Source: an optimization exercise on an open RTL-to-GDS flow (aim: small area and few clock cycles per item). Production flows keep margins and buffers that such runs may drop.
Function was not checked in any run shown here: the RTL went through the layout flow alone.

==> flow/design.v (outline; a module is shown in full before it is edited, if it fits) <==
// module fp_mul_pipe: 1701 lines
// module fpm_fa: 10 lines
// module fpm_ha: 9 lines
module fp_mul_pipe #(
   parameter int EXP_W = 8,
   parameter int MAN_W = 23
) (
   input  logic                     clk,
   input  logic                     rst,
   input  logic                     in_valid,
   output logic                     in_ready,
   input  logic [EXP_W+MAN_W:0]     in_a,
   input  logic [EXP_W+MAN_W:0]     in_b,
   output logic                     out_valid,
   input  logic                     out_ready,
   output logic [EXP_W+MAN_W:0]     out_z,
   output logic [3:0]               out_flags
);
  // ...
==> flow/run.sh <==
#!/bin/bash
# synth_recipe.tcl (not shown) runs the flow's synth.tcl, then flattens the netlist and writes it again
# the make line also repeats each setting of config.mk as NAME=value (left out here)
make -C /OpenROAD-flow-scripts/flow DESIGN_CONFIG=/design/flow/config.mk WORK_HOME=/design/flow/orfs CLKGATE_MAP_FILE= SYNTH_SCRIPT=/design/flow/synth_recipe.tcl finish
==> flow/config.mk <==
export PLATFORM = sky130hd
export DESIGN_NAME = fp_mul_pipe
export DESIGN_NICKNAME = fp_mul_pipe
export VERILOG_FILES = /design/flow/design.v
export SDC_FILE = /design/flow/constraint.sdc
export NUM_CORES = 4
export LEC_CHECK = 0
export ABC_AREA = 1
export CAP_MARGIN = 20
export CORE_MARGIN = 2
export CORE_UTILIZATION = 40
export SLEW_MARGIN = 20
export SYNTH_HIERARCHICAL = 1
==> flow/constraint.sdc <==
create_clock -name core_clock -period 8.5 [get_ports {clk}]
set_input_delay 1.7000 -clock core_clock [delete_from_list [all_inputs] [get_ports {clk}]]
set_output_delay 1.7000 -clock core_clock [all_outputs]
set_load 0.01 [all_outputs]
==> flow_summary.yaml, run 1 <==
outcome:
  so.violations: "negative setup slack"
  outcome: "finished with violations"
detailed_routing:
  firstDrtPassIters: 8
  num_vias: 21100
placed_design:
  dp_cells: 3687
yosys:
  ys_types: 48
  netlist_area_um2: 18600
  synth_common_cells: "nand2_1 (646), inv_1 (310), xor2_1 (264)"
  synth_edf_count: 36
  synth_top_family_by_area: "adder cells"
  synth-simple-area-share_pct: 23.7
  synth_xor_xnor_area_share_pct: 12.7
  ys_seq_area_share_pct: 5.92
  yosysTopAreaCellShare_pct: 27.8
timing:
  whs_ns: 0.877
  min_period_over_period_pct: 115
  setup_ws_ns: -1.24
  finalSetupViolations: 34
finish:
  layout-drive-gt1-share_pct: 34.4
  inverters_excl_clock: 341
  n_all_buffers: 729
  multiInputGateArea_um2: 17500
  clockNetworkAreaShare_pct: 0.509
global_route:
  busiest_layer: "met2"
  use_met2_pct: 56.6
worst_setup_path:
  critPathMaxStageDelay_ns: 0.55
  crit_arrival_ns: 9.77
clock_network:
  cts.clk_slew.worst_paths_ns: 0.05
  cts_buffers: 5
floorplan:
  n_tap_cell: 600
min_path:
  hold_end: "ov"
  hold_start: "ov"
==> run 2: changes to the inputs <==
--- a/flow/design.v
+++ b/flow/design.v
@@ -20,26 +20,29 @@
    localparam int PW   = 2 * MAN_W + 2;
    localparam logic [W-1:0] QNAN = {1'b0, {EXP_W{1'b1}}, 1'b1, {(MAN_W-1){1'b0}}};
    logic adv;
    logic [EXP_W-1:0] ea, eb;
    logic [MAN_W-1:0] fa, fb;
    logic a_nan, b_nan, a_inf, b_inf, a_zero, b_zero, any_nan, any_inf, any_zero, snan, sgn, spec;
    logic [W-1:0] spec_z;
    logic [3:0] spec_f;
-   logic [EW2-1:0] esum;
    logic [47:0] px, py;
    logic [23:0] za, zb;
    logic nz22, nz23, p47;
-   logic [47:0] psum;
    logic [25:0] u;
+   logic [8:0] esum0;
+   logic [2:0] ovf_k, unf_k, kill_k;
+   logic [EXP_W-1:0] ek [3];
+   logic [EXP_W-1:0] ez_k [3];
+   logic [3:0] fl_k [3];
+   logic inc1, inc2, kill;
    logic [24:0] mm;
    logic [MAN_W-1:0] frac_r;
    logic guard, sticky, rnd, cy, ovf, unf;
-   logic [EW2-1:0] exp_f;
    logic [W-1:0] res_z;
    logic [3:0] res_f;
    logic ov;
    logic [W-1:0] oz;
    logic [3:0] of;
    assign adv = !ov || out_ready;
    assign in_ready = adv;
    assign out_valid = ov;
@@ -61,17 +64,16 @@
    assign snan = (a_nan && !fa[MAN_W-1]) || (b_nan && !fb[MAN_W-1]);
    assign sgn = in_a[W-1] ^ in_b[W-1];
    assign spec = any_nan || any_inf || any_zero;
    assign spec_z = any_nan ? QNAN :
                    (any_inf && any_zero) ? QNAN :
                    any_inf ? {sgn, {EXP_W{1'b1}}, {MAN_W{1'b0}}} :
                    {sgn, {(W-1){1'b0}}};
    assign spec_f = any_nan ? {snan, 3'b000} : (any_inf && any_zero) ? 4'b1000 : 4'b0000;
-   assign esum = EW2'(ea) + EW2'(eb) - EW2'(BIAS);
    logic bone1;
    logic btwo2;
    logic bneg3;
    logic pp4;
    logic pp5;
    logic pp6;
    logic pp7;
    logic pp8;
@@ -999,16 +1001,416 @@
    logic s930;
    logic c931;
    logic s932;
    logic c933;
    logic s934;
    logic c935;
    logic s936;
    logic c937;
+   logic pg_g0_0;
+   logic pg_p0_0;
+   logic ps_p0;
+   logic pg_g0_1;
+   logic pg_p0_1;
+   logic ps_p1;
+   logic pg_g0_2;
+   logic pg_p0_2;
+   logic ps_p2;
+   logic pg_g0_3;
+   logic pg_p0_3;
+   logic ps_p3;
+   logic pg_g0_4;
+   logic pg_p0_4;
+   logic ps_p4;
+   logic pg_g0_5;
+   logic pg_p0_5;
+   logic ps_p5;
+   logic pg_g0_6;
+   logic pg_p0_6;
+   logic ps_p6;
+   logic pg_g0_7;
+   logic pg_p0_7;
+   logic ps_p7;
+   logic pg_g0_8;
+   logic pg_p0_8;
+   logic ps_p8;
+   logic pg_g0_9;
+   logic pg_p0_9;
+   logic ps_p9;
+   logic pg_g0_10;
+   logic pg_p0_10;
+   logic ps_p10;
+   logic pg_g0_11;
+   logic pg_p0_11;
+   logic ps_p11;
+   logic pg_g0_12;
+   logic pg_p0_12;
+   logic ps_p12;
+   logic pg_g0_13;
+   logic pg_p0_13;
+   logic ps_p13;
+   logic pg_g0_14;
+   logic pg_p0_14;
+   logic ps_p14;
+   logic pg_g0_15;
+   logic pg_p0_15;
+   logic ps_p15;
+   logic pg_g0_16;
+   logic pg_p0_16;
+   logic ps_p16;
+   logic pg_g0_17;
+   logic pg_p0_17;
+   logic ps_p17;
+   logic pg_g0_18;
+   logic pg_p0_18;
+   logic ps_p18;
+   logic pg_g0_19;
+   logic pg_p0_19;
+   logic ps_p19;
+   logic pg_g0_20;
+   logic pg_p0_20;
+   logic ps_p20;
+   logic pg_g0_21;
+   logic pg_p0_21;
+   logic ps_p21;
+   logic pg_g0_22;
+   logic pg_p0_22;
+   logic ps_p22;
+   logic pg_g0_23;
+   logic pg_p0_23;
+   logic ps_p23;
+   logic pg_g0_24;
+   logic pg_p0_24;
+   logic ps_p24;
+   logic pg_g0_25;
+   logic pg_p0_25;
+   logic ps_p25;
+   logic pg_g0_26;
+   logic pg_p0_26;
+   logic ps_p26;
+   logic pg_g0_27;
+   logic pg_p0_27;
+   logic ps_p27;
+   logic pg_g0_28;
+   logic pg_p0_28;
+   logic ps_p28;
+   logic pg_g0_29;
+   logic pg_p0_29;
+   logic ps_p29;
+   logic pg_g0_30;
+   logic pg_p0_30;
+   logic ps_p30;
+   logic pg_g0_31;
+   logic pg_p0_31;
+   logic ps_p31;
+   logic pg_g0_32;
+   logic pg_p0_32;
+   logic ps_p32;
+   logic pg_g0_33;
+   logic pg_p0_33;
+   logic ps_p33;
+   logic pg_g0_34;
+   logic pg_p0_34;
+   logic ps_p34;
+   logic pg_g0_35;
+   logic pg_p0_35;
+   logic ps_p35;
+   logic pg_g0_36;
+   logic pg_p0_36;
+   logic ps_p36;
+   logic pg_g0_37;
+   logic pg_p0_37;
+   logic ps_p37;
+   logic pg_g0_38;
+   logic pg_p0_38;
+   logic ps_p38;
+   logic pg_g0_39;
+   logic pg_p0_39;
+   logic ps_p39;
+   logic pg_g0_40;
+   logic pg_p0_40;
+   logic ps_p40;
+   logic pg_g0_41;
+   logic pg_p0_41;
+   logic ps_p41;
+   logic pg_g0_42;
+   logic pg_p0_42;
+   logic ps_p42;
+   logic pg_g0_43;
+   logic pg_p0_43;
+   logic ps_p43;
+   logic pg_g0_44;
+   logic pg_p0_44;
+   logic ps_p44;
+   logic pg_g0_45;
+   logic pg_p0_45;
+   logic ps_p45;
+   logic pg_g0_46;
+   logic pg_p0_46;
+   logic ps_p46;
+   logic pg_g0_47;
+   logic pg_p0_47;
+   logic ps_p47;
+   logic pg_g1_1;
+   logic pg_p1_1;
+   logic pg_g1_3;
+   logic pg_p1_3;
+   logic pg_g1_5;
+   logic pg_p1_5;
+   logic pg_g1_7;
+   logic pg_p1_7;
+   logic pg_g1_9;
+   logic pg_p1_9;
+   logic pg_g1_11;
+   logic pg_p1_11;
+   logic pg_g1_13;
+   logic pg_p1_13;
+   logic pg_g1_15;
+   logic pg_p1_15;
+   logic pg_g1_17;
+   logic pg_p1_17;
+   logic pg_g1_19;
+   logic pg_p1_19;
+   logic pg_g1_21;
+   logic pg_p1_21;
+   logic pg_g1_23;
+   logic pg_p1_23;
+   logic pg_g1_25;
+   logic pg_p1_25;
+   logic pg_g1_27;
+   logic pg_p1_27;
+   logic pg_g1_29;
+   logic pg_p1_29;
+   logic pg_g1_31;
+   logic pg_p1_31;
+   logic pg_g1_33;
+   logic pg_p1_33;
+   logic pg_g1_35;
+   logic pg_p1_35;
+   logic pg_g1_37;
+   logic pg_p1_37;
+   logic pg_g1_39;
+   logic pg_p1_39;
+   logic pg_g1_41;
+   logic pg_p1_41;
+   logic pg_g1_43;
+   logic pg_p1_43;
+   logic pg_g1_45;
+   logic pg_p1_45;
+   logic pg_g1_47;
+   logic pg_p1_47;
+   logic pg_g2_2;
+   logic pg_p2_2;
+   logic pg_g2_3;
+   logic pg_p2_3;
+   logic pg_g2_6;
+   logic pg_p2_6;
+   logic pg_g2_7;
+   logic pg_p2_7;
+   logic pg_g2_10;
+   logic pg_p2_10;
+   logic pg_g2_11;
+   logic pg_p2_11;
+   logic pg_g2_14;
+   logic pg_p2_14;
+   logic pg_g2_15;
+   logic pg_p2_15;
+   logic pg_g2_18;
+   logic pg_p2_18;
+   logic pg_g2_19;
+   logic pg_p2_19;
+   logic pg_g2_22;
+   logic pg_p2_22;
+   logic pg_g2_23;
+   logic pg_p2_23;
+   logic pg_g2_26;
+   logic pg_p2_26;
+   logic pg_g2_27;
+   logic pg_p2_27;
+   logic pg_g2_30;
+   logic pg_p2_30;
+   logic pg_g2_31;
+   logic pg_p2_31;
+   logic pg_g2_34;
+   logic pg_p2_34;
+   logic pg_g2_35;
+   logic pg_p2_35;
+   logic pg_g2_38;
+   logic pg_p2_38;
+   logic pg_g2_39;
+   logic pg_p2_39;
+   logic pg_g2_42;
+   logic pg_p2_42;
+   logic pg_g2_43;
+   logic pg_p2_43;
+   logic pg_g2_46;
+   logic pg_p2_46;
+   logic pg_g2_47;
+   logic pg_p2_47;
+   logic pg_g3_4;
+   logic pg_p3_4;
+   logic pg_g3_5;
+   logic pg_p3_5;
+   logic pg_g3_6;
+   logic pg_p3_6;
+   logic pg_g3_7;
+   logic pg_p3_7;
+   logic pg_g3_12;
+   logic pg_p3_12;
+   logic pg_g3_13;
+   logic pg_p3_13;
+   logic pg_g3_14;
+   logic pg_p3_14;
+   logic pg_g3_15;
+   logic pg_p3_15;
+   logic pg_g3_20;
+   logic pg_p3_20;
+   logic pg_g3_21;
+   logic pg_p3_21;
+   logic pg_g3_22;
+   logic pg_p3_22;
+   logic pg_g3_23;
+   logic pg_p3_23;
+   logic pg_g3_28;
+   logic pg_p3_28;
+   logic pg_g3_29;
+   logic pg_p3_29;
+   logic pg_g3_30;
+   logic pg_p3_30;
+   logic pg_g3_31;
+   logic pg_p3_31;
+   logic pg_g3_36;
+   logic pg_p3_36;
+   logic pg_g3_37;
+   logic pg_p3_37;
+   logic pg_g3_38;
+   logic pg_p3_38;
+   logic pg_g3_39;
+   logic pg_p3_39;
+   logic pg_g3_44;
+   logic pg_p3_44;
+   logic pg_g3_45;
+   logic pg_p3_45;
+   logic pg_g3_46;
+   logic pg_p3_46;
+   logic pg_g3_47;
+   logic pg_p3_47;
+   logic pg_g4_8;
+   logic pg_p4_8;
+   logic pg_g4_9;
+   logic pg_p4_9;
+   logic pg_g4_10;
+   logic pg_p4_10;
+   logic pg_g4_11;
+   logic pg_p4_11;
+   logic pg_g4_12;
+   logic pg_p4_12;
+   logic pg_g4_13;
+   logic pg_p4_13;
+   logic pg_g4_14;
+   logic pg_p4_14;
+   logic pg_g4_15;
+   logic pg_p4_15;
+   logic pg_g4_24;
+   logic pg_p4_24;
+   logic pg_g4_25;
+   logic pg_p4_25;
+   logic pg_g4_26;
+   logic pg_p4_26;
+   logic pg_g4_27;
+   logic pg_p4_27;
+   logic pg_g4_28;
+   logic pg_p4_28;
+   logic pg_g4_29;
+   logic pg_p4_29;
+   logic pg_g4_30;
+   logic pg_p4_30;
+   logic pg_g4_31;
+   logic pg_p4_31;
+   logic pg_g4_40;
+   logic pg_p4_40;
+   logic pg_g4_41;
+   logic pg_p4_41;
+   logic pg_g4_42;
+   logic pg_p4_42;
+   logic pg_g4_43;
+   logic pg_p4_43;
+   logic pg_g4_44;
+   logic pg_p4_44;
+   logic pg_g4_45;
+   logic pg_p4_45;
+   logic pg_g4_46;
+   logic pg_p4_46;
+   logic pg_g4_47;
+   logic pg_p4_47;
+   logic pg_g5_16;
+   logic pg_p5_16;
+   logic pg_g5_17;
+   logic pg_p5_17;
+   logic pg_g5_18;
+   logic pg_p5_18;
+   logic pg_g5_19;
+   logic pg_p5_19;
+   logic pg_g5_20;
+   logic pg_p5_20;
+   logic pg_g5_21;
+   logic pg_p5_21;
+   logic pg_g5_22;
+   logic pg_p5_22;
+   logic pg_g5_23;
+   logic pg_p5_23;
+   logic pg_g5_24;
+   logic pg_p5_24;
+   logic pg_g5_25;
+   logic pg_p5_25;
+   logic pg_g5_26;
+   logic pg_p5_26;
+   logic pg_g5_27;
+   logic pg_p5_27;
+   logic pg_g5_28;
+   logic pg_p5_28;
+   logic pg_g5_29;
+   logic pg_p5_29;
+   logic pg_g5_30;
+   logic pg_p5_30;
+   logic pg_g5_31;
+   logic pg_p5_31;
+   logic pg_g6_32;
+   logic pg_p6_32;
+   logic pg_g6_33;
+   logic pg_p6_33;
+   logic pg_g6_34;
+   logic pg_p6_34;
+   logic pg_g6_35;
+   logic pg_p6_35;
+   logic pg_g6_36;
+   logic pg_p6_36;
+   logic pg_g6_37;
+   logic pg_p6_37;
+   logic pg_g6_38;
+   logic pg_p6_38;
+   logic pg_g6_39;
+   logic pg_p6_39;
+   logic pg_g6_40;
+   logic pg_p6_40;
+   logic pg_g6_41;
+   logic pg_p6_41;
+   logic pg_g6_42;
+   logic pg_p6_42;
+   logic pg_g6_43;
+   logic pg_p6_43;
+   logic pg_g6_44;
+   logic pg_p6_44;
+   logic pg_g6_45;
+   logic pg_p6_45;
+   logic pg_g6_46;
+   logic pg_p6_46;
+   logic pg_g6_47;
+   logic pg_p6_47;
    assign bone1 = fb[0] ^ 1'b0;
    assign btwo2 = (fb[1] & ~fb[0] & ~1'b0) | (~fb[1] & fb[0] & 1'b0);
    assign bneg3 = fb[1];
    assign pp4 = ((bone1 & fa[0]) | (btwo2 & 1'b0)) ^ bneg3;
    assign pp5 = ((bone1 & fa[1]) | (btwo2 & fa[0])) ^ bneg3;
    assign pp6 = ((bone1 & fa[2]) | (btwo2 & fa[1])) ^ bneg3;
    assign pp7 = ((bone1 & fa[3]) | (btwo2 & fa[2])) ^ bneg3;
    assign pp8 = ((bone1 & fa[4]) | (btwo2 & fa[3])) ^ bneg3;
@@ -1652,46 +2054,482 @@
    fpm_fa u_s922 (.a(s746), .b(c833), .c(s834), .s(s922), .co(c923));
    fpm_fa u_s924 (.a(s750), .b(c835), .c(s836), .s(s924), .co(c925));
    fpm_fa u_s926 (.a(c751), .b(s838), .c(c837), .s(s926), .co(c927));
    fpm_fa u_s928 (.a(s756), .b(c839), .c(s840), .s(s928), .co(c929));
    fpm_fa u_s930 (.a(s760), .b(c841), .c(s842), .s(s930), .co(c931));
    fpm_fa u_s932 (.a(c761), .b(s844), .c(c843), .s(s932), .co(c933));
    fpm_fa u_s934 (.a(pp346), .b(s846), .c(c845), .s(s934), .co(c935));
    fpm_ha u_s936 (.a(pp347), .b(c847), .s(s936), .co(c937));
+   assign pg_g0_0 = px[0] & py[0];
+   assign ps_p0 = px[0] ^ py[0];
+   assign pg_p0_0 = px[0] | py[0];
+   assign pg_g0_1 = px[1] & py[1];
+   assign ps_p1 = px[1] ^ py[1];
+   assign pg_p0_1 = px[1] | py[1];
+   assign pg_g0_2 = px[2] & py[2];
+   assign ps_p2 = px[2] ^ py[2];
+   assign pg_p0_2 = px[2] | py[2];
+   assign pg_g0_3 = px[3] & py[3];
+   assign ps_p3 = px[3] ^ py[3];
+   assign pg_p0_3 = px[3] | py[3];
+   assign pg_g0_4 = px[4] & py[4];
+   assign ps_p4 = px[4] ^ py[4];
+   assign pg_p0_4 = px[4] | py[4];
+   assign pg_g0_5 = px[5] & py[5];
+   assign ps_p5 = px[5] ^ py[5];
+   assign pg_p0_5 = px[5] | py[5];
+   assign pg_g0_6 = px[6] & py[6];
+   assign ps_p6 = px[6] ^ py[6];
+   assign pg_p0_6 = px[6] | py[6];
+   assign pg_g0_7 = px[7] & py[7];
+   assign ps_p7 = px[7] ^ py[7];
+   assign pg_p0_7 = px[7] | py[7];
+   assign pg_g0_8 = px[8] & py[8];
+   assign ps_p8 = px[8] ^ py[8];
+   assign pg_p0_8 = px[8] | py[8];
+   assign pg_g0_9 = px[9] & py[9];
+   assign ps_p9 = px[9] ^ py[9];
+   assign pg_p0_9 = px[9] | py[9];
+   assign pg_g0_10 = px[10] & py[10];
+   assign ps_p10 = px[10] ^ py[10];
+   assign pg_p0_10 = px[10] | py[10];
+   assign pg_g0_11 = px[11] & py[11];
+   assign ps_p11 = px[11] ^ py[11];
+   assign pg_p0_11 = px[11] | py[11];
+   assign pg_g0_12 = px[12] & py[12];
+   assign ps_p12 = px[12] ^ py[12];
+   assign pg_p0_12 = px[12] | py[12];
+   assign pg_g0_13 = px[13] & py[13];
+   assign ps_p13 = px[13] ^ py[13];
+   assign pg_p0_13 = px[13] | py[13];
+   assign pg_g0_14 = px[14] & py[14];
+   assign ps_p14 = px[14] ^ py[14];
+   assign pg_p0_14 = px[14] | py[14];
+   assign pg_g0_15 = px[15] & py[15];
+   assign ps_p15 = px[15] ^ py[15];
+   assign pg_p0_15 = px[15] | py[15];
+   assign pg_g0_16 = px[16] & py[16];
+   assign ps_p16 = px[16] ^ py[16];
+   assign pg_p0_16 = px[16] | py[16];
+   assign pg_g0_17 = px[17] & py[17];
+   assign ps_p17 = px[17] ^ py[17];
+   assign pg_p0_17 = px[17] | py[17];
+   assign pg_g0_18 = px[18] & py[18];
+   assign ps_p18 = px[18] ^ py[18];
+   assign pg_p0_18 = px[18] | py[18];
+   assign pg_g0_19 = px[19] & py[19];
+   assign ps_p19 = px[19] ^ py[19];
+   assign pg_p0_19 = px[19] | py[19];
+   assign pg_g0_20 = px[20] & py[20];
+   assign ps_p20 = px[20] ^ py[20];
+   assign pg_p0_20 = px[20] | py[20];
+   assign pg_g0_21 = px[21] & py[21];
+   assign ps_p21 = px[21] ^ py[21];
+   assign pg_p0_21 = px[21] | py[21];
+   assign pg_g0_22 = px[22] & py[22];
+   assign ps_p22 = px[22] ^ py[22];
+   assign pg_p0_22 = px[22] | py[22];
+   assign pg_g0_23 = px[23] & py[23];
+   assign ps_p23 = px[23] ^ py[23];
+   assign pg_p0_23 = px[23] | py[23];
+   assign pg_g0_24 = px[24] & py[24];
+   assign ps_p24 = px[24] ^ py[24];
+   assign pg_p0_24 = px[24] | py[24];
+   assign pg_g0_25 = px[25] & py[25];
+   assign ps_p25 = px[25] ^ py[25];
+   assign pg_p0_25 = px[25] | py[25];
+   assign pg_g0_26 = px[26] & py[26];
+   assign ps_p26 = px[26] ^ py[26];
+   assign pg_p0_26 = px[26] | py[26];
+   assign pg_g0_27 = px[27] & py[27];
+   assign ps_p27 = px[27] ^ py[27];
+   assign pg_p0_27 = px[27] | py[27];
+   assign pg_g0_28 = px[28] & py[28];
+   assign ps_p28 = px[28] ^ py[28];
+   assign pg_p0_28 = px[28] | py[28];
+   assign pg_g0_29 = px[29] & py[29];
+   assign ps_p29 = px[29] ^ py[29];
+   assign pg_p0_29 = px[29] | py[29];
+   assign pg_g0_30 = px[30] & py[30];
+   assign ps_p30 = px[30] ^ py[30];
+   assign pg_p0_30 = px[30] | py[30];
+   assign pg_g0_31 = px[31] & py[31];
+   assign ps_p31 = px[31] ^ py[31];
+   assign pg_p0_31 = px[31] | py[31];
+   assign pg_g0_32 = px[32] & py[32];
+   assign ps_p32 = px[32] ^ py[32];
+   assign pg_p0_32 = px[32] | py[32];
+   assign pg_g0_33 = px[33] & py[33];
+   assign ps_p33 = px[33] ^ py[33];
+   assign pg_p0_33 = px[33] | py[33];
+   assign pg_g0_34 = px[34] & py[34];
+   assign ps_p34 = px[34] ^ py[34];
+   assign pg_p0_34 = px[34] | py[34];
+   assign pg_g0_35 = px[35] & py[35];
+   assign ps_p35 = px[35] ^ py[35];
+   assign pg_p0_35 = px[35] | py[35];
+   assign pg_g0_36 = px[36] & py[36];
+   assign ps_p36 = px[36] ^ py[36];
+   assign pg_p0_36 = px[36] | py[36];
+   assign pg_g0_37 = px[37] & py[37];
+   assign ps_p37 = px[37] ^ py[37];
+   assign pg_p0_37 = px[37] | py[37];
+   assign pg_g0_38 = px[38] & py[38];
+   assign ps_p38 = px[38] ^ py[38];
+   assign pg_p0_38 = px[38] | py[38];
+   assign pg_g0_39 = px[39] & py[39];
+   assign ps_p39 = px[39] ^ py[39];
+   assign pg_p0_39 = px[39] | py[39];
+   assign pg_g0_40 = px[40] & py[40];
+   assign ps_p40 = px[40] ^ py[40];
+   assign pg_p0_40 = px[40] | py[40];
+   assign pg_g0_41 = px[41] & py[41];
+   assign ps_p41 = px[41] ^ py[41];
+   assign pg_p0_41 = px[41] | py[41];
+   assign pg_g0_42 = px[42] & py[42];
+   assign ps_p42 = px[42] ^ py[42];
+   assign pg_p0_42 = px[42] | py[42];
+   assign pg_g0_43 = px[43] & py[43];
+   assign ps_p43 = px[43] ^ py[43];
+   assign pg_p0_43 = px[43] | py[43];
+   assign pg_g0_44 = px[44] & py[44];
+   assign ps_p44 = px[44] ^ py[44];
+   assign pg_p0_44 = px[44] | py[44];
+   assign pg_g0_45 = px[45] & py[45];
+   assign ps_p45 = px[45] ^ py[45];
+   assign pg_p0_45 = px[45] | py[45];
+   assign pg_g0_46 = px[46] & py[46];
+   assign ps_p46 = px[46] ^ py[46];
+   assign pg_p0_46 = px[46] | py[46];
+   assign pg_g0_47 = px[47] & py[47];
+   assign ps_p47 = px[47] ^ py[47];
+   assign pg_p0_47 = px[47] | py[47];
+   assign pg_g1_1 = pg_g0_1 | (pg_p0_1 & pg_g0_0);
+   assign pg_p1_1 = pg_p0_1 & pg_p0_0;
+   assign pg_g1_3 = pg_g0_3 | (pg_p0_3 & pg_g0_2);
+   assign pg_p1_3 = pg_p0_3 & pg_p0_2;
+   assign pg_g1_5 = pg_g0_5 | (pg_p0_5 & pg_g0_4);
+   assign pg_p1_5 = pg_p0_5 & pg_p0_4;
+   assign pg_g1_7 = pg_g0_7 | (pg_p0_7 & pg_g0_6);
+   assign pg_p1_7 = pg_p0_7 & pg_p0_6;
+   assign pg_g1_9 = pg_g0_9 | (pg_p0_9 & pg_g0_8);
+   assign pg_p1_9 = pg_p0_9 & pg_p0_8;
+   assign pg_g1_11 = pg_g0_11 | (pg_p0_11 & pg_g0_10);
+   assign pg_p1_11 = pg_p0_11 & pg_p0_10;
+   assign pg_g1_13 = pg_g0_13 | (pg_p0_13 & pg_g0_12);
+   assign pg_p1_13 = pg_p0_13 & pg_p0_12;
+   assign pg_g1_15 = pg_g0_15 | (pg_p0_15 & pg_g0_14);
+   assign pg_p1_15 = pg_p0_15 & pg_p0_14;
+   assign pg_g1_17 = pg_g0_17 | (pg_p0_17 & pg_g0_16);
+   assign pg_p1_17 = pg_p0_17 & pg_p0_16;
+   assign pg_g1_19 = pg_g0_19 | (pg_p0_19 & pg_g0_18);
+   assign pg_p1_19 = pg_p0_19 & pg_p0_18;
+   assign pg_g1_21 = pg_g0_21 | (pg_p0_21 & pg_g0_20);
+   assign pg_p1_21 = pg_p0_21 & pg_p0_20;
+   assign pg_g1_23 = pg_g0_23 | (pg_p0_23 & pg_g0_22);
+   assign pg_p1_23 = pg_p0_23 & pg_p0_22;
+   assign pg_g1_25 = pg_g0_25 | (pg_p0_25 & pg_g0_24);
+   assign pg_p1_25 = pg_p0_25 & pg_p0_24;
+   assign pg_g1_27 = pg_g0_27 | (pg_p0_27 & pg_g0_26);
+   assign pg_p1_27 = pg_p0_27 & pg_p0_26;
+   assign pg_g1_29 = pg_g0_29 | (pg_p0_29 & pg_g0_28);
+   assign pg_p1_29 = pg_p0_29 & pg_p0_28;
+   assign pg_g1_31 = pg_g0_31 | (pg_p0_31 & pg_g0_30);
+   assign pg_p1_31 = pg_p0_31 & pg_p0_30;
+   assign pg_g1_33 = pg_g0_33 | (pg_p0_33 & pg_g0_32);
+   assign pg_p1_33 = pg_p0_33 & pg_p0_32;
+   assign pg_g1_35 = pg_g0_35 | (pg_p0_35 & pg_g0_34);
+   assign pg_p1_35 = pg_p0_35 & pg_p0_34;
+   assign pg_g1_37 = pg_g0_37 | (pg_p0_37 & pg_g0_36);
+   assign pg_p1_37 = pg_p0_37 & pg_p0_36;
+   assign pg_g1_39 = pg_g0_39 | (pg_p0_39 & pg_g0_38);
+   assign pg_p1_39 = pg_p0_39 & pg_p0_38;
+   assign pg_g1_41 = pg_g0_41 | (pg_p0_41 & pg_g0_40);
+   assign pg_p1_41 = pg_p0_41 & pg_p0_40;
+   assign pg_g1_43 = pg_g0_43 | (pg_p0_43 & pg_g0_42);
+   assign pg_p1_43 = pg_p0_43 & pg_p0_42;
+   assign pg_g1_45 = pg_g0_45 | (pg_p0_45 & pg_g0_44);
+   assign pg_p1_45 = pg_p0_45 & pg_p0_44;
+   assign pg_g1_47 = pg_g0_47 | (pg_p0_47 & pg_g0_46);
+   assign pg_p1_47 = pg_p0_47 & pg_p0_46;
+   assign pg_g2_2 = pg_g0_2 | (pg_p0_2 & pg_g1_1);
+   assign pg_p2_2 = pg_p0_2 & pg_p1_1;
+   assign pg_g2_3 = pg_g1_3 | (pg_p1_3 & pg_g1_1);
+   assign pg_p2_3 = pg_p1_3 & pg_p1_1;
+   assign pg_g2_6 = pg_g0_6 | (pg_p0_6 & pg_g1_5);
+   assign pg_p2_6 = pg_p0_6 & pg_p1_5;
+   assign pg_g2_7 = pg_g1_7 | (pg_p1_7 & pg_g1_5);
+   assign pg_p2_7 = pg_p1_7 & pg_p1_5;
+   assign pg_g2_10 = pg_g0_10 | (pg_p0_10 & pg_g1_9);
+   assign pg_p2_10 = pg_p0_10 & pg_p1_9;
+   assign pg_g2_11 = pg_g1_11 | (pg_p1_11 & pg_g1_9);
+   assign pg_p2_11 = pg_p1_11 & pg_p1_9;
+   assign pg_g2_14 = pg_g0_14 | (pg_p0_14 & pg_g1_13);
+   assign pg_p2_14 = pg_p0_14 & pg_p1_13;
+   assign pg_g2_15 = pg_g1_15 | (pg_p1_15 & pg_g1_13);
+   assign pg_p2_15 = pg_p1_15 & pg_p1_13;
+   assign pg_g2_18 = pg_g0_18 | (pg_p0_18 & pg_g1_17);
+   assign pg_p2_18 = pg_p0_18 & pg_p1_17;
+   assign pg_g2_19 = pg_g1_19 | (pg_p1_19 & pg_g1_17);
+   assign pg_p2_19 = pg_p1_19 & pg_p1_17;
+   assign pg_g2_22 = pg_g0_22 | (pg_p0_22 & pg_g1_21);
+   assign pg_p2_22 = pg_p0_22 & pg_p1_21;
+   assign pg_g2_23 = pg_g1_23 | (pg_p1_23 & pg_g1_21);
+   assign pg_p2_23 = pg_p1_23 & pg_p1_21;
+   assign pg_g2_26 = pg_g0_26 | (pg_p0_26 & pg_g1_25);
+   assign pg_p2_26 = pg_p0_26 & pg_p1_25;
+   assign pg_g2_27 = pg_g1_27 | (pg_p1_27 & pg_g1_25);
+   assign pg_p2_27 = pg_p1_27 & pg_p1_25;
+   assign pg_g2_30 = pg_g0_30 | (pg_p0_30 & pg_g1_29);
+   assign pg_p2_30 = pg_p0_30 & pg_p1_29;
+   assign pg_g2_31 = pg_g1_31 | (pg_p1_31 & pg_g1_29);
+   assign pg_p2_31 = pg_p1_31 & pg_p1_29;
+   assign pg_g2_34 = pg_g0_34 | (pg_p0_34 & pg_g1_33);
+   assign pg_p2_34 = pg_p0_34 & pg_p1_33;
+   assign pg_g2_35 = pg_g1_35 | (pg_p1_35 & pg_g1_33);
+   assign pg_p2_35 = pg_p1_35 & pg_p1_33;
+   assign pg_g2_38 = pg_g0_38 | (pg_p0_38 & pg_g1_37);
+   assign pg_p2_38 = pg_p0_38 & pg_p1_37;
+   assign pg_g2_39 = pg_g1_39 | (pg_p1_39 & pg_g1_37);
+   assign pg_p2_39 = pg_p1_39 & pg_p1_37;
+   assign pg_g2_42 = pg_g0_42 | (pg_p0_42 & pg_g1_41);
+   assign pg_p2_42 = pg_p0_42 & pg_p1_41;
+   assign pg_g2_43 = pg_g1_43 | (pg_p1_43 & pg_g1_41);
+   assign pg_p2_43 = pg_p1_43 & pg_p1_41;
+   assign pg_g2_46 = pg_g0_46 | (pg_p0_46 & pg_g1_45);
+   assign pg_p2_46 = pg_p0_46 & pg_p1_45;
+   assign pg_g2_47 = pg_g1_47 | (pg_p1_47 & pg_g1_45);
+   assign pg_p2_47 = pg_p1_47 & pg_p1_45;
+   assign pg_g3_4 = pg_g0_4 | (pg_p0_4 & pg_g2_3);
+   assign pg_p3_4 = pg_p0_4 & pg_p2_3;
+   assign pg_g3_5 = pg_g1_5 | (pg_p1_5 & pg_g2_3);
+   assign pg_p3_5 = pg_p1_5 & pg_p2_3;
+   assign pg_g3_6 = pg_g2_6 | (pg_p2_6 & pg_g2_3);
+   assign pg_p3_6 = pg_p2_6 & pg_p2_3;
+   assign pg_g3_7 = pg_g2_7 | (pg_p2_7 & pg_g2_3);
+   assign pg_p3_7 = pg_p2_7 & pg_p2_3;
+   assign pg_g3_12 = pg_g0_12 | (pg_p0_12 & pg_g2_11);
+   assign pg_p3_12 = pg_p0_12 & pg_p2_11;
+   assign pg_g3_13 = pg_g1_13 | (pg_p1_13 & pg_g2_11);
+   assign pg_p3_13 = pg_p1_13 & pg_p2_11;
+   assign pg_g3_14 = pg_g2_14 | (pg_p2_14 & pg_g2_11);
+   assign pg_p3_14 = pg_p2_14 & pg_p2_11;
+   assign pg_g3_15 = pg_g2_15 | (pg_p2_15 & pg_g2_11);
+   assign pg_p3_15 = pg_p2_15 & pg_p2_11;
+   assign pg_g3_20 = pg_g0_20 | (pg_p0_20 & pg_g2_19);
+   assign pg_p3_20 = pg_p0_20 & pg_p2_19;
+   assign pg_g3_21 = pg_g1_21 | (pg_p1_21 & pg_g2_19);
+   assign pg_p3_21 = pg_p1_21 & pg_p2_19;
+   assign pg_g3_22 = pg_g2_22 | (pg_p2_22 & pg_g2_19);
+   assign pg_p3_22 = pg_p2_22 & pg_p2_19;
+   assign pg_g3_23 = pg_g2_23 | (pg_p2_23 & pg_g2_19);
+   assign pg_p3_23 = pg_p2_23 & pg_p2_19;
+   assign pg_g3_28 = pg_g0_28 | (pg_p0_28 & pg_g2_27);
+   assign pg_p3_28 = pg_p0_28 & pg_p2_27;
+   assign pg_g3_29 = pg_g1_29 | (pg_p1_29 & pg_g2_27);
+   assign pg_p3_29 = pg_p1_29 & pg_p2_27;
+   assign pg_g3_30 = pg_g2_30 | (pg_p2_30 & pg_g2_27);
+   assign pg_p3_30 = pg_p2_30 & pg_p2_27;
+   assign pg_g3_31 = pg_g2_31 | (pg_p2_31 & pg_g2_27);
+   assign pg_p3_31 = pg_p2_31 & pg_p2_27;
+   assign pg_g3_36 = pg_g0_36 | (pg_p0_36 & pg_g2_35);
+   assign pg_p3_36 = pg_p0_36 & pg_p2_35;
+   assign pg_g3_37 = pg_g1_37 | (pg_p1_37 & pg_g2_35);
+   assign pg_p3_37 = pg_p1_37 & pg_p2_35;
+   assign pg_g3_38 = pg_g2_38 | (pg_p2_38 & pg_g2_35);
+   assign pg_p3_38 = pg_p2_38 & pg_p2_35;
+   assign pg_g3_39 = pg_g2_39 | (pg_p2_39 & pg_g2_35);
+   assign pg_p3_39 = pg_p2_39 & pg_p2_35;
+   assign pg_g3_44 = pg_g0_44 | (pg_p0_44 & pg_g2_43);
+   assign pg_p3_44 = pg_p0_44 & pg_p2_43;
+   assign pg_g3_45 = pg_g1_45 | (pg_p1_45 & pg_g2_43);
+   assign pg_p3_45 = pg_p1_45 & pg_p2_43;
+   assign pg_g3_46 = pg_g2_46 | (pg_p2_46 & pg_g2_43);
+   assign pg_p3_46 = pg_p2_46 & pg_p2_43;
+   assign pg_g3_47 = pg_g2_47 | (pg_p2_47 & pg_g2_43);
+   assign pg_p3_47 = pg_p2_47 & pg_p2_43;
+   assign pg_g4_8 = pg_g0_8 | (pg_p0_8 & pg_g3_7);
+   assign pg_p4_8 = pg_p0_8 & pg_p3_7;
+   assign pg_g4_9 = pg_g1_9 | (pg_p1_9 & pg_g3_7);
+   assign pg_p4_9 = pg_p1_9 & pg_p3_7;
+   assign pg_g4_10 = pg_g2_10 | (pg_p2_10 & pg_g3_7);
+   assign pg_p4_10 = pg_p2_10 & pg_p3_7;
+   assign pg_g4_11 = pg_g2_11 | (pg_p2_11 & pg_g3_7);
+   assign pg_p4_11 = pg_p2_11 & pg_p3_7;
+   assign pg_g4_12 = pg_g3_12 | (pg_p3_12 & pg_g3_7);
+   assign pg_p4_12 = pg_p3_12 & pg_p3_7;
+   assign pg_g4_13 = pg_g3_13 | (pg_p3_13 & pg_g3_7);
+   assign pg_p4_13 = pg_p3_13 & pg_p3_7;
+   assign pg_g4_14 = pg_g3_14 | (pg_p3_14 & pg_g3_7);
+   assign pg_p4_14 = pg_p3_14 & pg_p3_7;
+   assign pg_g4_15 = pg_g3_15 | (pg_p3_15 & pg_g3_7);
+   assign pg_p4_15 = pg_p3_15 & pg_p3_7;
+   assign pg_g4_24 = pg_g0_24 | (pg_p0_24 & pg_g3_23);
+   assign pg_p4_24 = pg_p0_24 & pg_p3_23;
+   assign pg_g4_25 = pg_g1_25 | (pg_p1_25 & pg_g3_23);
+   assign pg_p4_25 = pg_p1_25 & pg_p3_23;
+   assign pg_g4_26 = pg_g2_26 | (pg_p2_26 & pg_g3_23);
+   assign pg_p4_26 = pg_p2_26 & pg_p3_23;
+   assign pg_g4_27 = pg_g2_27 | (pg_p2_27 & pg_g3_23);
+   assign pg_p4_27 = pg_p2_27 & pg_p3_23;
+   assign pg_g4_28 = pg_g3_28 | (pg_p3_28 & pg_g3_23);
+   assign pg_p4_28 = pg_p3_28 & pg_p3_23;
+   assign pg_g4_29 = pg_g3_29 | (pg_p3_29 & pg_g3_23);
+   assign pg_p4_29 = pg_p3_29 & pg_p3_23;
+   assign pg_g4_30 = pg_g3_30 | (pg_p3_30 & pg_g3_23);
+   assign pg_p4_30 = pg_p3_30 & pg_p3_23;
+   assign pg_g4_31 = pg_g3_31 | (pg_p3_31 & pg_g3_23);
+   assign pg_p4_31 = pg_p3_31 & pg_p3_23;
+   assign pg_g4_40 = pg_g0_40 | (pg_p0_40 & pg_g3_39);
+   assign pg_p4_40 = pg_p0_40 & pg_p3_39;
+   assign pg_g4_41 = pg_g1_41 | (pg_p1_41 & pg_g3_39);
+   assign pg_p4_41 = pg_p1_41 & pg_p3_39;
+   assign pg_g4_42 = pg_g2_42 | (pg_p2_42 & pg_g3_39);
+   assign pg_p4_42 = pg_p2_42 & pg_p3_39;
+   assign pg_g4_43 = pg_g2_43 | (pg_p2_43 & pg_g3_39);
+   assign pg_p4_43 = pg_p2_43 & pg_p3_39;
+   assign pg_g4_44 = pg_g3_44 | (pg_p3_44 & pg_g3_39);
+   assign pg_p4_44 = pg_p3_44 & pg_p3_39;
+   assign pg_g4_45 = pg_g3_45 | (pg_p3_45 & pg_g3_39);
+   assign pg_p4_45 = pg_p3_45 & pg_p3_39;
+   assign pg_g4_46 = pg_g3_46 | (pg_p3_46 & pg_g3_39);
+   assign pg_p4_46 = pg_p3_46 & pg_p3_39;
+   assign pg_g4_47 = pg_g3_47 | (pg_p3_47 & pg_g3_39);
+   assign pg_p4_47 = pg_p3_47 & pg_p3_39;
+   assign pg_g5_16 = pg_g0_16 | (pg_p0_16 & pg_g4_15);
+   assign pg_p5_16 = pg_p0_16 & pg_p4_15;
+   assign pg_g5_17 = pg_g1_17 | (pg_p1_17 & pg_g4_15);
+   assign pg_p5_17 = pg_p1_17 & pg_p4_15;
+   assign pg_g5_18 = pg_g2_18 | (pg_p2_18 & pg_g4_15);
+   assign pg_p5_18 = pg_p2_18 & pg_p4_15;
+   assign pg_g5_19 = pg_g2_19 | (pg_p2_19 & pg_g4_15);
+   assign pg_p5_19 = pg_p2_19 & pg_p4_15;
+   assign pg_g5_20 = pg_g3_20 | (pg_p3_20 & pg_g4_15);
+   assign pg_p5_20 = pg_p3_20 & pg_p4_15;
+   assign pg_g5_21 = pg_g3_21 | (pg_p3_21 & pg_g4_15);
+   assign pg_p5_21 = pg_p3_21 & pg_p4_15;
+   assign pg_g5_22 = pg_g3_22 | (pg_p3_22 & pg_g4_15);
+   assign pg_p5_22 = pg_p3_22 & pg_p4_15;
+   assign pg_g5_23 = pg_g3_23 | (pg_p3_23 & pg_g4_15);
+   assign pg_p5_23 = pg_p3_23 & pg_p4_15;
+   assign pg_g5_24 = pg_g4_24 | (pg_p4_24 & pg_g4_15);
+   assign pg_p5_24 = pg_p4_24 & pg_p4_15;
+   assign pg_g5_25 = pg_g4_25 | (pg_p4_25 & pg_g4_15);
+   assign pg_p5_25 = pg_p4_25 & pg_p4_15;
+   assign pg_g5_26 = pg_g4_26 | (pg_p4_26 & pg_g4_15);
+   assign pg_p5_26 = pg_p4_26 & pg_p4_15;
+   assign pg_g5_27 = pg_g4_27 | (pg_p4_27 & pg_g4_15);
+   assign pg_p5_27 = pg_p4_27 & pg_p4_15;
+   assign pg_g5_28 = pg_g4_28 | (pg_p4_28 & pg_g4_15);
+   assign pg_p5_28 = pg_p4_28 & pg_p4_15;
+   assign pg_g5_29 = pg_g4_29 | (pg_p4_29 & pg_g4_15);
+   assign pg_p5_29 = pg_p4_29 & pg_p4_15;
+   assign pg_g5_30 = pg_g4_30 | (pg_p4_30 & pg_g4_15);
+   assign pg_p5_30 = pg_p4_30 & pg_p4_15;
+   assign pg_g5_31 = pg_g4_31 | (pg_p4_31 & pg_g4_15);
+   assign pg_p5_31 = pg_p4_31 & pg_p4_15;
+   assign pg_g6_32 = pg_g0_32 | (pg_p0_32 & pg_g5_31);
+   assign pg_p6_32 = pg_p0_32 & pg_p5_31;
+   assign pg_g6_33 = pg_g1_33 | (pg_p1_33 & pg_g5_31);
+   assign pg_p6_33 = pg_p1_33 & pg_p5_31;
+   assign pg_g6_34 = pg_g2_34 | (pg_p2_34 & pg_g5_31);
+   assign pg_p6_34 = pg_p2_34 & pg_p5_31;
+   assign pg_g6_35 = pg_g2_35 | (pg_p2_35 & pg_g5_31);
+   assign pg_p6_35 = pg_p2_35 & pg_p5_31;
+   assign pg_g6_36 = pg_g3_36 | (pg_p3_36 & pg_g5_31);
+   assign pg_p6_36 = pg_p3_36 & pg_p5_31;
+   assign pg_g6_37 = pg_g3_37 | (pg_p3_37 & pg_g5_31);
+   assign pg_p6_37 = pg_p3_37 & pg_p5_31;
+   assign pg_g6_38 = pg_g3_38 | (pg_p3_38 & pg_g5_31);
+   assign pg_p6_38 = pg_p3_38 & pg_p5_31;
+   assign pg_g6_39 = pg_g3_39 | (pg_p3_39 & pg_g5_31);
+   assign pg_p6_39 = pg_p3_39 & pg_p5_31;
+   assign pg_g6_40 = pg_g4_40 | (pg_p4_40 & pg_g5_31);
+   assign pg_p6_40 = pg_p4_40 & pg_p5_31;
+   assign pg_g6_41 = pg_g4_41 | (pg_p4_41 & pg_g5_31);
+   assign pg_p6_41 = pg_p4_41 & pg_p5_31;
+   assign pg_g6_42 = pg_g4_42 | (pg_p4_42 & pg_g5_31);
+   assign pg_p6_42 = pg_p4_42 & pg_p5_31;
+   assign pg_g6_43 = pg_g4_43 | (pg_p4_43 & pg_g5_31);
+   assign pg_p6_43 = pg_p4_43 & pg_p5_31;
+   assign pg_g6_44 = pg_g4_44 | (pg_p4_44 & pg_g5_31);
+   assign pg_p6_44 = pg_p4_44 & pg_p5_31;
+   assign pg_g6_45 = pg_g4_45 | (pg_p4_45 & pg_g5_31);
+   assign pg_p6_45 = pg_p4_45 & pg_p5_31;
+   assign pg_g6_46 = pg_g4_46 | (pg_p4_46 & pg_g5_31);
+   assign pg_p6_46 = pg_p4_46 & pg_p5_31;
+   assign pg_g6_47 = pg_g4_47 | (pg_p4_47 & pg_g5_31);
+   assign pg_p6_47 = pg_p4_47 & pg_p5_31;
+   assign u[0] = ps_p22 ^ pg_g5_21;
+   assign u[1] = ps_p23 ^ pg_g5_22;
+   assign u[2] = ps_p24 ^ pg_g5_23;
+   assign u[3] = ps_p25 ^ pg_g5_24;
+   assign u[4] = ps_p26 ^ pg_g5_25;
+   assign u[5] = ps_p27 ^ pg_g5_26;
+   assign u[6] = ps_p28 ^ pg_g5_27;
+   assign u[7] = ps_p29 ^ pg_g5_28;
+   assign u[8] = ps_p30 ^ pg_g5_29;
+   assign u[9] = ps_p31 ^ pg_g5_30;
+   assign u[10] = ps_p32 ^ pg_g5_31;
+   assign u[11] = ps_p33 ^ pg_g6_32;
+   assign u[12] = ps_p34 ^ pg_g6_33;
+   assign u[13] = ps_p35 ^ pg_g6_34;
+   assign u[14] = ps_p36 ^ pg_g6_35;
+   assign u[15] = ps_p37 ^ pg_g6_36;
+   assign u[16] = ps_p38 ^ pg_g6_37;
+   assign u[17] = ps_p39 ^ pg_g6_38;
+   assign u[18] = ps_p40 ^ pg_g6_39;
+   assign u[19] = ps_p41 ^ pg_g6_40;
+   assign u[20] = ps_p42 ^ pg_g6_41;
+   assign u[21] = ps_p43 ^ pg_g6_42;
+   assign u[22] = ps_p44 ^ pg_g6_43;
+   assign u[23] = ps_p45 ^ pg_g6_44;
+   assign u[24] = ps_p46 ^ pg_g6_45;
+   assign u[25] = ps_p47 ^ pg_g6_46;
    assign px = {c937, c935, c933, c931, c929, c927, c925, c923, c921, c919, c917, c915, c913, c911, c909, c907, c905, c903, c901, c899, c897, c895, c893, c891, c889, c887, c885, c883, c881, c879, c877, c875, c873, c871, c869, c867, c865, c863, c861, c859, c857, c855, c853, c851, c849, s848, pp5, bneg3};
    assign py = {1'b0, s936, s934, s932, s930, s928, s926, s924, s922, s920, s918, s916, s914, s912, s910, s908, s906, s904, s902, s900, s898, s896, s894, s892, s890, s888, s886, s884, s882, s880, s878, s876, s874, s872, s870, s868, s866, s864, s862, s860, s858, s856, s854, s852, s850, pp33, 1'b0, pp4};
    always_comb begin
       za[0] = 1'b1;
       zb[0] = 1'b1;
       for (int i = 1; i <= MAN_W; i++) begin
          za[i] = za[i-1] & !fa[i-1];
          zb[i] = zb[i-1] & !fb[i-1];
       end
       nz22 = 1'b0;
       nz23 = 1'b0;
       for (int i = 0; i <= 22; i++) nz22 = nz22 | (za[i] & zb[22-i]);
       for (int i = 0; i <= 23; i++) nz23 = nz23 | (za[i] & zb[23-i]);
    end
-   assign psum = px + py;
-   assign u = psum[47:22];
    assign p47 = u[25];
    assign mm = p47 ? u[25:1] : u[24:0];
    assign guard = mm[0];
    assign sticky = p47 ? !nz23 : !nz22;
    assign rnd = guard && (sticky || mm[1]);
    assign {cy, frac_r} = {1'b0, mm[23:1]} + 24'(rnd);
-   assign exp_f = esum + EW2'(p47) + EW2'(cy);
-   assign ovf = !exp_f[EW2-1] && (exp_f[EW2-2:0] >= (EW2-1)'(EMAX));
-   assign unf = exp_f[EW2-1] || (exp_f == '0);
-   assign res_z = spec ? spec_z :
-                  ovf ? {sgn, {EXP_W{1'b1}}, {MAN_W{1'b0}}} :
-                  unf ? {sgn, {(W-1){1'b0}}} :
-                  {sgn, exp_f[EXP_W-1:0], frac_r};
-   assign res_f = spec ? spec_f : ovf ? 4'b0101 : unf ? 4'b0011 : {3'b000, guard || sticky};
+   assign esum0 = 9'(ea) + 9'(eb);
+   always_comb begin
+      for (int k = 0; k < 3; k++) begin
+         ovf_k[k] = esum0 >= 9'(EMAX + BIAS - k);
+         unf_k[k] = esum0 <= 9'(BIAS - k);
+         ek[k] = EXP_W'(esum0 + 9'(k + 2 ** EXP_W - BIAS));
+         kill_k[k] = spec || ovf_k[k] || unf_k[k];
+         ez_k[k] = spec ? spec_z[W-2:MAN_W] : ovf_k[k] ? {EXP_W{1'b1}} : unf_k[k] ? '0 : ek[k];
+         fl_k[k] = spec ? spec_f : ovf_k[k] ? 4'b0101 : unf_k[k] ? 4'b0011 : 4'b0000;
+      end
+   end
+   assign inc2 = p47 && cy;
+   assign inc1 = p47 ^ cy;
+   assign ovf = inc2 ? ovf_k[2] : inc1 ? ovf_k[1] : ovf_k[0];
+   assign unf = inc2 ? unf_k[2] : inc1 ? unf_k[1] : unf_k[0];
+   assign kill = inc2 ? kill_k[2] : inc1 ? kill_k[1] : kill_k[0];
+   assign res_z = {spec ? spec_z[W-1] : sgn,
+                   inc2 ? ez_k[2] : inc1 ? ez_k[1] : ez_k[0],
+                   kill ? spec_z[MAN_W-1:0] : frac_r};
+   assign res_f = (inc2 ? fl_k[2] : inc1 ? fl_k[1] : fl_k[0]) | {3'b000, !spec && (guard || sticky)};
    always_ff @(posedge clk) begin
       if (rst) begin
          ov <= 1'b0;
       end else if (adv) begin
          ov <= in_valid;
       end
       if (adv) begin
          oz <= res_z;
==> flow_summary.yaml, run 2 <==
placed_design:
  gp_routability_congestion: 0.964
  placed_cell_area_um2: 22100
  hpwl_um: 51700
  io_buffers: 105
detailed_routing:
  wl_per_cell_um: 19.7
  wl_um: 64300
  num_vias: 17800
  drt_iter0_markers: 1494
  drc_errors: 0
  postRouteAntennaNets: 0
  routed_via_density: 5.46
  firstDrtPassIters: 5
finish:
  multiInputGateArea_um2: 15900
  top_register: "oz"
  largest_register_ffs: 32
  ff_latch_area_um2: 1100
  mostFrequentLayoutCells: "buf_4 (432), nand2_1 (350), xor2_1 (261)"
  final_common_cell: "buf_4"
  fill_cells: 3997
  final_nets: 3107
  layout-drive-gt1-share_pct: 31.2
  n_antenna_cell: 0
  final_area_um2: 24100
  syn_to_final_growth_pct: 38.8
  reg_top3: "oz: 32 flops, of: 4 flops, ov: 1 flops"
worst_setup_path:
  cp_data_required_time_ns: 8.53
  critPathCaptureType: "flop"
  critPathMaxFanout: 8
  path_class: "in -> reg"
  critPathMaxStageDelay_ns: 0.52
  crit_arrival_ns: 8.65
  r2r_start: "ov"
  crit_start: "in_b[2]"
  cp-start-kind: "primary input"
  cpMaxStageDelayCell: "fa_1"
outcome:
  so.violations: "negative setup slack"
  outcome: "finished with violations"
clock_network:
  cts_sinks: 37
  hold_buffers: 0
  clockBufferDepth: 2
  clock_latency_ns: 0.29
  cts-htree-levels: 2
  cts.clk_slew.worst_paths_ns: 0.06
  cts_buffers: 5
  cts_tree: "yes"
  cts-root-buf: "clkbuf_16"
timing:
  fmax_mhz: 116
  finalSetupViolations: 22
  hold_violations: 0
  max-slew-margin-rel_pct: 53.0
  fin_crit_ns: 8.62
  tightest_slew_ns: 0.703
  setup_ws_ns: -0.116
  grt_setup_unrepaired: "true"
  final.setup_skew_ns: 0.00700
  setup_tns_ns: -1.91
  slew_viol_final: 0
  min_period_over_period_pct: 101
yosys:
  ys.flop_type: "edfxtp_1"
  synth-simple-area-share_pct: 17.5
  ys_seq_area_share_pct: 6.33
  synth_edf_count: 36
  synth_mux_area_share_pct: 0
  synth_most_common_cell: "nand2_1"
  ys_types: 54
  syn_inst: 2225
  synth_compound_area_share_pct: 15.9
  yosys_warnings: 10
  avgSynthCellArea_um2: 7.81
  synth_xor_xnor_area_share_pct: 14.5
  yosysTopAreaCellShare_pct: 29.7
  synthAdderAreaFrac_pct: 36.9
  ys_top_cells_by_area: "fa_1 (30%), xor2_1 (14%), o22ai_1 (9.5%)"
  ys_ff_latch: 37
  synthesis.nets: 2651
  netlist_area_um2: 17400
  synth_common_cells: "nand2_1 (398), xor2_1 (275), o22ai_1 (263)"
  synthArstFlopShare_pct: 0
  yosys.area.top_type: "fa_1"
  synth_top_family_by_area: "adder cells"
job:
  max-cap-violations: 0
global_route:
  grt_use_met1_pct: 39.4
  globalRouteMet3Util_pct: 3.62
  grt_pass1_vias: 17800
  use_met2_pct: 45.4
  grt_pass1_wl_um: 98900
  overflow: 0
  track_usage_pct: 28.4
  antenna_found_initial: 0
  grt_start_max_net_pins: 39
  busiest_layer: "met2"
floorplan:
  num_io_pins: 106
  die_area_um2: 45100
  die_w_um: 212
  core_um2: 43000
  die_h_um: 212
  start_util_pct: 40.4
  rows: 76
min_path:
  hold_class: "reg -> reg"
  hold_start: "ov"
-- run 2: final timing paths --
path         endpoint  slack (ns)  cells after the start
min reg2reg        ov        0.85                      3
max             oz[7]       -0.12                     42
min                ov        0.85                      3
max reg2reg     oz[7]        7.35                      2
-- run 2: metrics by stage --
step | setup slack, ns | util (%) | instances | hold slack (ns)
5_1_grt | -0.483 | 56.2 | 3267 | 0.938
3_3_place_gp | -0.965 | 51.3 | 3166 | 0.840
6_report | -0.116 | 56.2 | 3267 | 0.854
2_1_floorplan | -0.0271 | - | 2225 | 1.36
4_1_cts | -0.0681 | 54.2 | 3249 | 0.882
3_5_place_dp | -1.06 | 51.3 | 3166 | 0.865
-- run 2: worst max-delay path, delay by kind of cell --
kind	cells	cell delay, ns
AO/OA/AOI/OAI	6	0.89
XOR/XNOR	2	0.38
adder cells (fa/ha/maj)	8	3.14
buffers and inverters	9	1.15
AND/OR/NAND/NOR	17	1.34
-- run 2: what timing repair did --
| action | in CTS | in global routing |
|---|---|---|
| pin swaps | 64 | 90 |
| setup endpoints to repair | 34 | 34 |
| gates cloned | 7 | 0 |
| gates resized for setup | 221 | 170 |
| buffers inserted | 69 | 21 |
-- run 2: layout make-up --
cell class              instances  share of cell area [%]
well taps                     585                    3.03
clock buffers                   5                   0.518
multi-input cells            1802                    66.0
inverters                     248                    4.20
clock inverters                 3                  0.0726
flip-flops and latches         37                    4.56
repair buffers                587                    21.6
-- run 2: layer usage --
| layer | share of wire [%] | wire length, um |
|---|---|---|
| met1 | 43 | 27700 |
| met2 | 45 | 29100 |
| met3 | 7.8 | 4990 |
| met4 | 3.8 | 2470 |
| met5 | 0 | 0 |
-- run 2: cell families (layout without fill, tap and decap cells) --
| family | after synthesis | count (layout) |
|---|---|---|
| xor+xnor | 287 | 287 |
| compound gates | 451 | 451 |
| flops | 37 | 37 |
| fa+ha+maj | 358 | 358 |
| buf+inv | 388 | 843 |
| simple gates | 704 | 706 |
-- run 2: per-module statistics from Yosys, one instance, submodules excluded --
| module | cells inside | flops+latches | copies in the design | area [um^2] |
|---|---|---|---|---|
| fp_mul_pipe | 1941 | 37 | 1 | 11900 |
| fpm_fa | 1 | 0 | 256 | 20.0 |
| fpm_ha | 1 | 0 | 28 | 12.5 |
==> run 3: changes to the inputs <==
--- a/flow/config.mk
+++ b/flow/config.mk
@@ -11,2 +11,3 @@
 export CORE_UTILIZATION = 40
+export GPL_TIMING_DRIVEN = 0
 export SLEW_MARGIN = 20
==> flow_summary.yaml, run 3 <==
outcome:
  outcome: "finished with violations"
  so.violations: "negative setup slack"
worst_setup_path:
  critPathTopFamily: "adder cells"
  critPathCaptureType: "flop"
  path_class: "in -> reg"
  critPathMaxStageDelay_ns: 0.57
  critPathMaxFanout: 10
  crit_top_cell: "buf_4"
  cp-start-kind: "primary input"
  crit_buf_inv: 12
  cp_data_required_time_ns: 8.53
  crit_arrival_ns: 9.05
  cpMaxStageDelayCell: "fa_1"
timing:
  fmax_mhz: 111
  min_period_over_period_pct: 106
  slew_viol_final: 0
  setup_ws_ns: -0.526
  setup_tns_ns: -15.83
  final.setup_skew_ns: 0.00664
  hold_violations: 0
  max-slew-margin-rel_pct: 41.7
  fin_crit_ns: 9.03
  tightest_slew_ns: 0.875
  finalSetupViolations: 34
  grt_setup_unrepaired: "true"
detailed_routing:
  num_vias: 17700
  routed_via_density: 5.68
  wl_um: 70500
  drc_errors: 0
  postRouteAntennaNets: 0
  wl_per_cell_um: 22.6
  firstDrtPassIters: 8
  drt_iter0_markers: 1664
yosys:
  synth_common_cells: "nand2_1 (398), xor2_1 (275), o22ai_1 (263)"
  ys.flop_type: "edfxtp_1"
  yosys_warnings: 10
  ys_seq_area_share_pct: 6.33
  yosys.area.top_type: "fa_1"
  synthesis.nets: 2651
  ys_top_cells_by_area: "fa_1 (30%), xor2_1 (14%), o22ai_1 (9.5%)"
  netlist_area_um2: 17400
  ys_ff_latch: 37
  synthArstFlopShare_pct: 0
  avgSynthCellArea_um2: 7.81
  yosysTopAreaCellShare_pct: 29.7
  synth_most_common_cell: "nand2_1"
  ys_types: 54
  syn_inst: 2225
  synth_edf_count: 36
floorplan:
  num_io_pins: 106
  rows: 76
  die_w_um: 212
  die_h_um: 212
  core_um2: 43000
  start_util_pct: 40.4
  die_area_um2: 45100
global_route:
  antenna_found_initial: 1
  overflow: 0
  grt_start_max_net_pins: 39
  track_usage_pct: 30.6
  grt_pass1_wl_um: 104000
  grt_pass1_vias: 17500
clock_network:
  cts-root-buf: "clkbuf_16"
  clock_latency_ns: 0.28
  cts_buffers: 5
  cts.clk_slew.worst_paths_ns: 0.06
  cts-htree-levels: 2
  cts_sinks: 37
  clockBufferDepth: 2
  cts_tree: "yes"
placed_design:
  gp_routability_congestion: 1.07
  io_buffers: 104
  hpwl_um: 55100
finish:
  mostFrequentLayoutCells: "nand2_1 (327), xor2_1 (248), fa_1 (209)"
  reg_top3: "oz: 32 flops, of: 4 flops, ov: 1 flops"
  n_antenna_cell: 0
  post-route-util_pct: 54.5
  final_common_cell: "nand2_1"
  final_nets: 2956
  syn_to_final_growth_pct: 34.8
  layout-drive-gt1-share_pct: 30.5
  top_register: "oz"
  largest_register_ffs: 32
min_path:
  hold_class: "reg -> reg"
job:
  max-cap-violations: 0
[run 3: timing repair]
item / 4_1_cts / 5_1_grt
setup endpoints to repair: 34 / 34
endpoints found under the hold margin: 0 / 0
cloned: 4 / 2
pin swaps: 91 / 125
hold buffers: 0 / 0
gates resized for setup: 503 / 263
buffers inserted: 139 / 53
[run 3: logic make-up after synthesis]
family                     share of synthesized area (%)
and+or+nand+nor                                     17.5
AOI/OAI and AO/OA                                   15.9
buffers and inverters                               8.82
adders and majority gates                           36.9
xor gates and xnor gates                            14.5
DFF                                                 6.33
[run 3: routing by layer]
layer	up-vias	wire, um	track usage, %	part of all wire (%)
met3	207	7050	5.39	10
met5	-	10	0	0.014
met4	2	3830	13.6	5.4
met2	1006	30200	47.0	43
li1	7964	-	-	-
met1	8506	29300	42.3	42
[run 3: per-stage QoR]
step           hold slack (ns)  std cells  worst slack (ns)  area, um^2
4_1_cts                   1.14       3065            -0.496       22100
3_5_place_dp              1.13       2914             -2.58       19700
2_1_floorplan             1.36       2225           -0.0271       17900
3_3_place_gp              1.53       2914             -2.49       19700
5_1_grt                   1.23       3116            -0.830       23400
6_report                  1.10       3116            -0.526       23400
[run 3: final timing paths]
check | start | to | slack, ns | cells after the start
worst max register to register | ov | oz[10] | 7.18 | 1
worst min register to register | ov | ov | 1.10 | 2
worst min-delay path | ov | ov | 1.10 | 2
worst max-delay path | in_b[15] | oz[14] | -0.53 | 39
[run 3: cell type report]
class,count,area (um^2)
Inverter,248,1030
Buffer,137,1380
Timing Repair Buffer,301,2560
Clock buffer,5,125
Clock inverter,3,41.3
Tap cell,585,732
Multi-Input combinational cell,1800,16500
Fill cell,4013,19500
Sequential cell,37,1100
[run 3: modules after synthesis (local to each module, per instance)]
module       cells  times used  cell area, um^2  flops+latches
fp_mul_pipe   1941           1            11900             37
fpm_fa           1         256             20.0              0
fpm_ha           1          28             12.5              0

[what the ideal ports hide]
In the flow no input, the clock included, has a driving cell. The finished layouts below were timed again as built, in two steps.
Step 1: set_driving_cell puts a clkbuf_16 on clk and a buf_2 on each other input, an assumption about the parent block.
Step 2 adds t to the input delays and takes it off the output delays; t is the mean of the earliest and latest rising clock arrival at the registers after step 1. Input paths then give back, and output paths get back, about the clock's delay inside the block.
Three values: ideal ports, drivers, drivers and shift; two values: the first two.
run | t (ns) | slack for setup (ns) | worst setup path after step 2 | slew at the worst register clock pin (ns) | pins driven straight from the clock port
run 1 | 0.318 | -1.241 / -1.254 / -1.572 | input to register | 0.06 / 0.06 | 1
run 2 | 0.330 | -0.116 / -0.138 / -0.467 | input to register | 0.06 / 0.06 | 1
run 3 | 0.321 | -0.526 / -0.508 / -0.828 | input to register | 0.06 / 0.06 | 1
The setup slack of run 2, which loses most, moves by -0.022 ns with the drivers and by -0.351 ns with both steps.
